What follows belongs to an exercise in optimizing a design on an open flow for small area, a short achievable clock period and few clock cycles per item; a production flow would make more cautious choices. Where RTL was checked, it was by simulation tests only, not by an equivalence proof against the original. No activity file was given, so power comes from the tool's default toggle rates.

## run A
## alu_cluster
module alu_cluster (
  input  logic          clk,
  input  logic          rst,
  input  logic          in_valid,
  output logic          in_ready,
  input  logic [145:0]  in_req,
  output logic          out_valid,
  input  logic          out_ready,
  output logic [72:0]   out_rsp
);
localparam int DATA_W     = 64;
localparam int HALF_W     = 32;  
localparam int TAG_W      = 4;
localparam int NUM_LANES  = 4;
localparam int LANE_IDX_W = 2;
localparam int FL_C = 3;
localparam int FL_V = 2;
localparam int FL_N = 1;
localparam int FL_Z = 0;
localparam logic [3:0] OP_ADD = 4'd0;
localparam logic [3:0] OP_SUB = 4'd1;
localparam logic [3:0] OP_AND = 4'd2;
localparam logic [3:0] OP_OR  = 4'd3;
localparam logic [3:0] OP_XOR = 4'd4;
localparam logic [3:0] OP_SHL = 4'd5;
localparam logic [3:0] OP_SHR = 4'd6;
localparam logic [3:0] OP_SAR = 4'd7;
localparam logic [3:0] OP_SXT = 4'd8;
localparam logic [1:0] SXT_BYTE = 2'd0;
localparam logic [1:0] SXT_HALF = 2'd1;
localparam logic [1:0] SXT_WORD = 2'd2;
localparam int REQ_W   = 146;
localparam int RQ_TAG  = 0;
localparam int RQ_B    = 4;
localparam int RQ_A    = 68;
localparam int RQ_FIN  = 132;
localparam int RQ_SXT  = 136;
localparam int RQ_COND = 138;
localparam int RQ_OP   = 142;
localparam int RSP_W   = 73;
localparam int RS_TAG  = 0;
localparam int RS_TK   = 4;
localparam int RS_FL   = 5;
localparam int RS_RES  = 9;
  logic              slot_free;
  logic [RSP_W-1:0]  rsp_d;
  ...
For scale: ~74 flip-flops, roughly 230 I/O pins, ~14000 um2 of cells after synthesis.
Settings: LEC_CHECK=0, ABC_AREA=1, CAP_MARGIN=30, CORE_MARGIN=2, CORE_UTILIZATION=40, PLACE_DENSITY=0.6, SETUP_SLACK_MARGIN=1.75, SLEW_MARGIN=20; clock period 6.0 ns.
standard.sh (not shown) runs the stock make flow with config.mk's settings and CLKGATE_MAP_FILE= SYNTH_SCRIPT=/design/flow/synth_recipe.tcl, a recipe that flattens the netlist after the stock synthesis.
==> flow/flow/run.sh <==
#!/bin/bash
# The standard layout, with plain buf_1 cells as the port buffers (the resizer
# upsizes them where timing needs it).
set -euo pipefail
export BUFFER_PORTS_ARGS="-buffer_cell sky130_fd_sc_hd__buf_1"
export ADDER_MAP_FILE=
export SKIP_GATE_CLONING=1
bash standard.sh > standard.log 2>&1
Run A: no failed stages, no open violations at the end
Testbench counts of run A, summed over its fixed seeds: cycles 27,441, items 24,000.
For run B, these inputs were changed with respect to run A:
- PLACE_DENSITY changed from 0.6 to 0.65
- CORE_UTILIZATION changed from 40 to 50
- SETUP_SLACK_MARGIN changed from 1.75 to 2.0
diff --git a/flow/flow/run.sh b/flow/flow/run.sh
--- a/flow/flow/run.sh
+++ b/flow/flow/run.sh
@@ -7 +6,0 @@
-export SKIP_GATE_CLONING=1
==> notes.md <==
Leakage power (lower): run A. Final cell area: run B above run A. Total via count after detailed routing, run B and run A, lower one = run A. In the metrics for run B and run A, the one carrying the higher global router's overall resource usage is run B.
For run C, these inputs were changed with respect to run B:
- a change of CAP_MARGIN from 30 to 20
- a change of CORE_UTILIZATION from 50 to 40
- a change of PLACE_DENSITY from 0.65 to 0.6
diff --git a/flow/flow/run.sh b/flow/flow/run.sh
--- a/flow/flow/run.sh
+++ b/flow/flow/run.sh
@@ -6,0 +7 @@
+export SKIP_GATE_CLONING=1
==> notes.md <==
Comparing run B against run C, there is no change at all in total area of sequential cells.
In the metrics for run C and run B, the one carrying the higher share of total power in combinational logic is run B.
Worst stage delay on the critical path: run C vs run B up 0.09 ns
Setup changes, run C to run D
- changing CAP_MARGIN from 20 to 30
- changing SLEW_MARGIN from 20 to 5
### Flow results
- Comparing run C with run D, the first-pass GRT wire length came out essentially unchanged.
- In terms of share of power burned in combinational logic, run C and run D differ only marginally.
- Diff run D..run C | sum of internal, switching and leakage power | unchanged
- Diff run D..run C | mean cell area of the mapped netlist | unchanged
- Run C → run D: number of cells produced by synthesis did not really move, clock skew did not really move, core utilization did not really move.
- Run C and run D ended up with nearly the same routed wirelength normalized by instance count.
The following lists how run E was set up differently from run D:
- SLEW_MARGIN now 20, was 5
diff --git a/flow/flow/run.sh b/flow/flow/run.sh
--- a/flow/flow/run.sh
+++ b/flow/flow/run.sh
@@ -7 +6,0 @@
-export SKIP_GATE_CLONING=1
Results
Run E finished every step from synthesis to the final layout, and the layout passed the timing, design-rule and antenna checks. Comparing run D and run E, time the final worst path needs with I/O delays and setup is lower on run D. The met2 track demand over resource in global routing was comparable across run D and run E. Compared with run D, run E is hungrier on power. In run E the combinational power share turned out 0.7 points higher than in run D. Compared with run D, in run E period utilization higher, fill cell instance count of the final layout lost 0.87%. Comparing run D with run E, the post-detailed-route via-to-cell ratio came out essentially unchanged. The total wirelength of the detailed-routed design of run E was inferior to that of run D. Cell area | run E vs run D | run E larger.

---

## v33
alu_cluster, a different RTL version from the one above (not shown whole).
Size: ~3,400 cells after synthesis, roughly 230 I/O pins.
Design alu_cluster, start of the top module:
module alu_cluster (
  input  logic          clk,
  input  logic          rst,
  input  logic          in_valid,
  output logic          in_ready,
  input  logic [145:0]  in_req,
  output logic          out_valid,
  input  logic          out_ready,
  output logic [72:0]   out_rsp
);
localparam int DATA_W     = 64;
localparam int HALF_W     = 32;  
localparam int TAG_W      = 4;
localparam int NUM_LANES  = 4;
localparam int LANE_IDX_W = 2;
localparam int FL_C = 3;
localparam int FL_V = 2;
localparam int FL_N = 1;
localparam int FL_Z = 0;
localparam logic [3:0] OP_ADD = 4'd0;
localparam logic [3:0] OP_SUB = 4'd1;
localparam logic [3:0] OP_AND = 4'd2;
localparam logic [3:0] OP_OR  = 4'd3;
localparam logic [3:0] OP_XOR = 4'd4;
localparam logic [3:0] OP_SHL = 4'd5;
localparam logic [3:0] OP_SHR = 4'd6;
localparam logic [3:0] OP_SAR = 4'd7;
localparam logic [3:0] OP_SXT = 4'd8;
localparam logic [1:0] SXT_BYTE = 2'd0;
localparam logic [1:0] SXT_HALF = 2'd1;
localparam logic [1:0] SXT_WORD = 2'd2;
localparam int REQ_W   = 146;
  ...
export LEC_CHECK = 0
export ABC_AREA = 1
export CAP_MARGIN = 30
export CORE_MARGIN = 2
export CORE_UTILIZATION = 40
export PLACE_DENSITY = 0.6
export SETUP_SLACK_MARGIN = 3.0
export SLEW_MARGIN = 20
create_clock -name core_clock -period 6.0 [get_ports {clk}]
run.sh (not shown) runs the stock make flow with config.mk's settings and CLKGATE_MAP_FILE= SYNTH_SCRIPT=/design/flow/synth_recipe.tcl, a recipe that flattens the netlist after the stock synthesis.
Stock flow here: none of the scripts above is used.
#### Input delta (v41 over v33)
Settings: swapping 30 for 20 in CAP_MARGIN; clearing SETUP_SLACK_MARGIN, which used to be 3.0.
## What came out
- Total length of routed met3 wires went down by more than 10% going from v33 to v41.
- For met2 capacity usage during global routing, v41 and v33 come out practically identical.
- Compared with v33, in v41 setup clock skew after layout roughly the same, number of standard cells in the layout, taps in and fillers out lower.
Inputs modified between v41 and v48:
Settings: changing CAP_MARGIN from 20 to 30; setting SETUP_SLACK_MARGIN to 2.0 for the first time.
==> notes.md <==
- Clock insertion delay at the later pin of the skew report: higher on v41
- When v48 is set beside v41, its period utilization turns out to be 24 points smaller.
- Comparing the two runs side by side, v48 comes out behind v41 on overall routed net length.
- For v41 and v48, there was not a single run that failed to finish clean.
- v48: met1 routing resource usage after global routing 1.0 points above v41
- A highest metal layer used by the detailed router of met4 is what v48 shows, while met5 belongs to v41.

---

Another version of the RTL of alu_cluster (not shown whole).
Size in the first run: roughly 1,600 cells after synthesis, about 74 flip-flops, ~230 I/O pins, about 14,000 sq um of cells after synthesis.
export LEC_CHECK = 0
export CAP_MARGIN = 30
export CORE_MARGIN = 2
export CORE_UTILIZATION = 40
export PLACE_DENSITY = 0.6
export SETUP_SLACK_MARGIN = 2.0
export SLEW_MARGIN = 20
create_clock -name core_clock -period 6.0 [get_ports {clk}]
Testbench counts at the start, summed over its fixed seeds: cycles 27,441, items 24,000.
Change:
==> flow/flow/run.sh (new file) <==
#!/bin/bash
# The standard layout, with plain buf_1 cells as the port buffers (the resizer
# upsizes them where timing needs it).
set -euo pipefail
export BUFFER_PORTS_ARGS="-buffer_cell sky130_fd_sc_hd__buf_1"
export ADDER_MAP_FILE=
bash standard.sh > standard.log 2>&1
==> flow/standard.sh (new file) <==
#!/bin/bash
# synth_recipe.tcl (not shown) runs the flow's synth.tcl, then flattens the netlist and writes it again
# the make line also repeats each setting of config.mk as NAME=value (left out here)
make -C /OpenROAD-flow-scripts/flow DESIGN_CONFIG=/design/flow/config.mk WORK_HOME=/design/flow/orfs CLKGATE_MAP_FILE= SYNTH_SCRIPT=/design/flow/synth_recipe.tcl "${@:-finish}"
--- a/flow/config.mk
+++ b/flow/config.mk
@@ -7,0 +8 @@
+export ABC_AREA = 1
removed: flow/run.sh
Routed wire length increases by 1.9%.
Non-clock buffer count falls by 254.
Setup slack gains 710 ps.
Die area goes up by 12%.
Cell area shrinks by 18%.
Clock-buffer cell count does not change.
Change:
--- a/flow/flow/run.sh
+++ b/flow/flow/run.sh
@@ -6 +6 @@
-export ADDER_MAP_FILE=
+export RECOVER_POWER=100
Outcome: The new run finished but fails on capacitance limit, slew limit. Critical path depth shrinks by 1. First-iteration DRC count falls by 15%. Area after synthesis falls by 4.3%. Clock power falls by 8.2%. Final area rises by 4.6%. Power increases by 8.9%. Sequential power is lower by about 1%. Register-to-register slack is worse by 1200 ps. Die area went down by 4.2%.
Change:
==> flow/flow/run.sh (replaced) <==
#!/bin/bash
set -euo pipefail
export BUFFER_PORTS_ARGS="-buffer_cell sky130_fd_sc_hd__buf_1"

rm -rf scripts_abc
cp -r "$FLOW_HOME/scripts" scripts_abc
cp flow/abc_area.script scripts_abc/abc_area.script
SCRIPTS_DIR="$PWD/scripts_abc" bash standard.sh synth > synth.log 2>&1
bash standard.sh > standard.log 2>&1
==> flow/flow/abc_area.script (new file) <==
strash
dch
map -a
topo
stime -c
buffer -c
upsize -c
dnsize -c
=> This time the run completed with no timing, DRC or antenna violations. Clock-buffer cell count stays the same. Sequential share of layout area increases by 0.59 points. Power shrinks by 3.4%. Hold slack gets worse by 150 ps. Wire length decreases by 14%. Cell area falls by 4.6%. Setup slack is better by 74 ps. Utilization grows by 3.3 points. First-iteration DRC count decreases by 22%.

---

alu_cluster with an RTL version that a note above also has.
Size: about 74 flip-flops, roughly 0.014 sq mm of cells after synthesis.
==> flow/config.mk <==
export PLATFORM = sky130hd
export DESIGN_NAME = alu_cluster
export DESIGN_NICKNAME = alu_cluster
export VERILOG_FILES = /design/flow/design.v
export SDC_FILE = /design/flow/constraint.sdc
export NUM_CORES = 4
export LEC_CHECK = 0
export ABC_AREA = 1
export CAP_MARGIN = 30
export CORE_MARGIN = 2
export CORE_UTILIZATION = 40
export PLACE_DENSITY = 0.6
export SETUP_SLACK_MARGIN = 2.0
export SLEW_MARGIN = 20
==> flow/constraint.sdc <==
create_clock -name core_clock -period 6.0 [get_ports {clk}]
set_input_delay 1.2000 -clock core_clock [delete_from_list [all_inputs] [get_ports {clk}]]
set_output_delay 1.2000 -clock core_clock [all_outputs]
set_load 0.01 [all_outputs]
standard.sh (not shown) runs the stock make flow with config.mk's settings and CLKGATE_MAP_FILE= SYNTH_SCRIPT=/design/flow/synth_recipe.tcl, a recipe that flattens the netlist after the stock synthesis.
==> flow/flow/run.sh <==
#!/bin/bash
set -euo pipefail
export BUFFER_PORTS_ARGS="-buffer_cell sky130_fd_sc_hd__buf_1"
export ADDER_MAP_FILE=
rm -rf scripts_abc
cp -r "$FLOW_HOME/scripts" scripts_abc
cp flow/abc_area.script scripts_abc/abc_area.script
SCRIPTS_DIR="$PWD/scripts_abc" bash standard.sh synth > synth.log 2>&1
bash standard.sh > standard.log 2>&1
==> flow/flow/abc_area.script <==
strash
balance
rewrite
refactor
balance
rewrite
rewrite -z
balance
refactor -z
rewrite -z
balance
dch
map -B 0.9
topo
stime -c
buffer -c
upsize -c
dnsize -c
The starting point finished clean.
Testbench counts at the start, summed over its fixed seeds: cycles 27,441, items 24,000.
Edit:
==> flow/flow/run.sh (replaced) <==
#!/bin/bash
# The standard layout, with plain buf_1 cells as the port buffers (the resizer
# upsizes them where timing needs it).
set -euo pipefail
export BUFFER_PORTS_ARGS="-buffer_cell sky130_fd_sc_hd__buf_1"
export ADDER_MAP_FILE=
export SKIP_GATE_CLONING=1
bash standard.sh > standard.log 2>&1
CORE_UTILIZATION = 50   (was 40)
PLACE_DENSITY = 0.65   (was 0.6)
removed: flow/flow/abc_area.script
What happened: Cell area came out lower by 3.4%. Die area came out lower by 19%. Core utilization came out higher by 9.1 points. Worst setup slack is worse by 47 ps. Power came out lower by 8.9%. Final cell count came out lower by 3.3%. Clock skew came out higher by 3.6 ps.

---

== build 10 ==
alu_cluster, a different RTL version from the one above (not shown whole).
Size: about 2500 cells after synthesis, ~230 I/O pins.
==> flow/config.mk <==
export PLATFORM = sky130hd
export DESIGN_NAME = alu_cluster
export DESIGN_NICKNAME = alu_cluster
export VERILOG_FILES = /design/flow/design.v
export SDC_FILE = /design/flow/constraint.sdc
export NUM_CORES = 4
export LEC_CHECK = 0
export ABC_AREA = 1
export CAP_MARGIN = 30
export CORE_MARGIN = 2
export CORE_UTILIZATION = 40
export PLACE_DENSITY = 0.6
export SETUP_SLACK_MARGIN = 2.0
export SLEW_MARGIN = 20
==> flow/constraint.sdc <==
create_clock -name core_clock -period 6.0 [get_ports {clk}]
set_input_delay 1.2000 -clock core_clock [delete_from_list [all_inputs] [get_ports {clk}]]
set_output_delay 1.2000 -clock core_clock [all_outputs]
set_load 0.01 [all_outputs]
==> flow/flow/run.sh <==
#!/bin/bash
# The standard layout, with plain buf_1 cells as the port buffers (the resizer
# upsizes them where timing needs it).
set -euo pipefail
export BUFFER_PORTS_ARGS="-buffer_cell sky130_fd_sc_hd__buf_1"

bash standard.sh > standard.log 2>&1
What build 98 does differently from build 10 at the input level:
- SETUP_SLACK_MARGIN now 1.5, was 2.0
--- a/flow/flow/run.sh
+++ b/flow/flow/run.sh
@@ -5,3 +5,3 @@
 export BUFFER_PORTS_ARGS="-buffer_cell sky130_fd_sc_hd__buf_1"
-
+export ADDER_MAP_FILE=
 bash standard.sh > standard.log 2>&1
From build 10 to build 98 the numbers moved as follows: number of tap cells added at floorplan dropped 2.8%, final instance area lost about 16%, final routed wirelength across all metal layers decreased 12%, footprint of the multi-input gates has decreased, worst slack at placement saw an increase. Number of buffers added for setup after CTS for build 98 is lower than for build 10. sky130_fd_sc_hd__nand2_1 as the commonest non-fill, non-tap cell in the layout was reported by build 98, and sky130_fd_sc_hd__nand3_1 by build 10. Build 98 vs. build 10: maximum frequency went up by about 3.3%. [compare] base=build 10 new=build 98: number of antenna cells inserted fell 1; initial standard-cell utilization of the core decreased by 0.21 points relative to the old numbers; smallest hold slack went down 61 ps; die area now sits lower.
Setup changes, build 98 to build 46
- SETUP_SLACK_MARGIN changed from 1.5 to 2.0
Results
- Taking build 98 over build 46, the multi-input combinational cell area ratio works out to 0.912.
- Build 98 ended up with sky130_fd_sc_hd__o21ai_0 as its cell with the largest stage delay on the worst path; build 46 ended up with sky130_fd_sc_hd__o2111ai_1.
- Build 46: arrival time at the worst endpoint 430 ps below build 98
- Build 46 vs build 98: routed wire length up in build 46
- Build 46 vs build 98: highest fanout seen on the critical path down
- Global-route usage for build 46 is higher than for build 98.
- Delta (build 46 minus build 98): utilization climbed 4.3 points, wire length of the first global-routing pass higher, critical path required time roughly the same.
- Changes observed in build 46 relative to build 98: final standard cell area without fillers increased by 1500 sq um relative to the old numbers; clock group share of total power down 2.8 points.
Function was not checked in any run of this note: the RTL went through the layout flow alone.

---

lane 1:
alu_cluster with an RTL version that a note above also has.
For scale: roughly 2700 cells after synthesis, ~230 I/O pins, ~15000 um^2 of cells after synthesis.
clock: 6.0 ns
lec_check: 0
abc_area: 1
cap_margin: 30
core_margin: 2
core_utilization: 40
place_density: 0.6
setup_slack_margin: 2.0
slew_margin: 20
run.sh (not shown) runs the stock make flow with config.mk's settings and CLKGATE_MAP_FILE= SYNTH_SCRIPT=/design/flow/synth_recipe.tcl, a recipe that flattens the netlist after the stock synthesis.
Stock flow here: none of the scripts above is used.
Testbench counts of lane 1, summed over its fixed seeds: cycles 27,441, items 24,000.
Setup changes, lane 1 to lane 2
==> flow/flow/run.sh (new file) <==
#!/bin/bash
set -euo pipefail
export BUFFER_PORTS_ARGS="-buffer_cell sky130_fd_sc_hd__buf_1"

rm -rf scripts_abc
cp -r "$FLOW_HOME/scripts" scripts_abc
cp flow/abc_area.script scripts_abc/abc_area.script
SCRIPTS_DIR="$PWD/scripts_abc" bash standard.sh synth > synth.log 2>&1
bash standard.sh > standard.log 2>&1
==> flow/flow/abc_area.script (new file) <==
strash
dch -f
map -a
amap
==> flow/standard.sh (new file) <==
#!/bin/bash
# synth_recipe.tcl (not shown) runs the flow's synth.tcl, then flattens the netlist and writes it again
# the make line also repeats each setting of config.mk as NAME=value (left out here)
make -C /OpenROAD-flow-scripts/flow DESIGN_CONFIG=/design/flow/config.mk WORK_HOME=/design/flow/orfs CLKGATE_MAP_FILE= SYNTH_SCRIPT=/design/flow/synth_recipe.tcl "${@:-finish}"
removed: flow/run.sh
## What came out
Lane 2: no failed stages, no open violations at the end
Lane 2: sequential power is about 4% lower than what lane 1 reported.
Compared with lane 1, lane 2 improves half-perimeter wire length after placement.
Lane 2 vs lane 1: net count after synthesis down in lane 2
Of the two values seen for commonest non-fill, non-tap cell in the layout, buf_1 was produced by lane 2 and nand3_1 by lane 1.
A start point of the critical path of in_req[144] is what lane 1 shows, while in_req[142] belongs to lane 2.
Going from lane 1 to lane 2, number of distinct library cells after synthesis has increased; multi-input combinational gate total dropped about 40%; total length of routed met2 wires fell by 27%; number of fillers in the final layout lost about 25%.
| sequential portion of the cell area | lane 2 vs lane 1 | 2.6 points higher |
Lane 2 vs lane 1 — post-layout net count dropped about 28%.
Lane 2 -> lane 1: number of DRC violations after detailed routing delta 0, exact match
The following lists how lane 3 was set up differently from lane 2:
==> flow/flow/run.sh <==
#!/bin/bash
# The standard layout, with plain buf_1 cells as the port buffers (the resizer
# upsizes them where timing needs it).
set -euo pipefail
export BUFFER_PORTS_ARGS="-buffer_cell sky130_fd_sc_hd__buf_1"

bash standard.sh > standard.log 2>&1
-- flow/config.mk --
<<< lane 2, line 10
export CORE_MARGIN = 2
export CORE_UTILIZATION = 40
export PLACE_DENSITY = 0.6
export SETUP_SLACK_MARGIN = 2.0
>>> lane 3, line 10
export CORE_MARGIN = 2
export CORE_UTILIZATION = 65
export PLACE_DENSITY = 0.75
export SETUP_SLACK_MARGIN = 2.0
removed: flow/flow/abc_area.script
==> notes.md <==
Summary — final cell utilization of the core, lane 3 relative to lane 2: higher, by 21 points.
Average wire per cell in the routed design in lane 3 vs lane 2: down 1.2 um
A most common cell after layout, fill and taps aside of buf_1 is what lane 2 shows, while nand3_1 belongs to lane 3.
Lane 3 vs lane 2 — area enclosed by the die boundary dropped by more than 10%
Taking lane 2 as the reference, in lane 3 post-placement worst setup slack moved up, worst setup slack moved up, fmax moved up, wire length after detailed routing moved up.
Comparing lane 3 and lane 2, unique cell type count in the Yosys netlist is higher on lane 2.
Compared with lane 2, first-iteration DRC count in lane 3 increased by more than 100%.
Compared with lane 2, number of standard cells after synthesis in lane 3 increased by more than half.
Period utilization was lower in lane 3 than in lane 2.

==> what the ideal ports hide <==
In the flow no input, the clock included, has a driving cell. The finished layouts below were timed again as built, in two steps. Step 1 sets driving cells, clkbuf_16 on the clock port and buf_2 on the other inputs (assumed; they add their load-dependent delay and slew). Step 2 times the ports against the registers' clock, not the clock port: input delays grow and output delays shrink by t, the midpoint of the rising clock arrivals with the driver on. Three values: ideal, step 1, step 2; two values: the first two.
run | t, ns | slack for setup (ns) | worst hold slack (ns) | worst setup path at the end
run A | 0.410 | 1.811 / 1.836 / 1.426 | 0.549 / 0.549 / 0.549 | input to register
run B | 0.389 | 1.963 / 1.987 / 1.598 | 0.975 / 0.975 / 0.975 | input to register
run C | 0.399 | 2.044 / 2.045 / 1.646 | 0.740 / 0.740 / 0.740 | input to register
run D | 0.399 | 2.044 / 2.045 / 1.646 | 0.740 / 0.740 / 0.740 | input to register
run E | 0.398 | 2.022 / 2.023 / 1.624 | 0.745 / 0.745 / 0.745 | input to register
v33 | 0.460 | 1.991 / 1.991 / 1.531 | 0.942 / 0.942 / 0.942 | input to register
v41 | 0.447 | 0.459 / 0.470 / 0.023 | 1.068 / 1.068 / 1.068 | input to register
v48 | 0.443 | 1.889 / 1.909 / 1.466 | 0.861 / 0.861 / 0.861 | input to register
the first run of note 3 | 0.388 | 1.407 / 1.418 / 1.030 | 0.789 / 0.789 / 0.789 | input to register
the second run of note 3 | 0.400 | 2.116 / 2.140 / 1.740 | 0.973 / 0.967 / 0.973 | input to register
the third run of note 3 | 0.416 | 1.028 / 1.020 / 0.603 | 0.974 / 0.943 / 1.360 | input to register
the fourth run of note 3 | 0.431 | 1.102 / 1.110 / 0.678 | 0.825 / 0.825 / 0.825 | input to register
the first run of note 4 | 0.391 | 2.028 / 2.051 / 1.660 | 0.815 / 0.815 / 0.815 | input to register
the second run of note 4 | 0.393 | 1.981 / 2.008 / 1.615 | 0.966 / 0.966 / 0.966 | input to register
build 10 | 0.390 | 1.428 / 1.436 / 1.047 | 0.844 / 0.844 / 0.844 | input to register
build 98 | 0.399 | 1.572 / 1.601 / 1.202 | 0.783 / 0.783 / 0.783 | input to register
build 46 | 0.402 | 1.995 / 2.021 / 1.619 | 0.845 / 0.845 / 0.845 | input to register
lane 1 | 0.434 | 1.986 / 2.020 / 1.585 | 0.564 / 0.564 / 0.564 | input to register
lane 2 | 0.419 | 0.730 / 0.746 / 0.327 | 0.618 / 0.618 / 0.618 | input to register
lane 3 | 0.410 | 1.783 / 1.753 / 1.343 | 0.829 / 0.829 / 0.829 | input to register
For v33, which loses most, drivers alone change the setup slack by 0.000 ns; drivers and shift together by -0.460 ns.
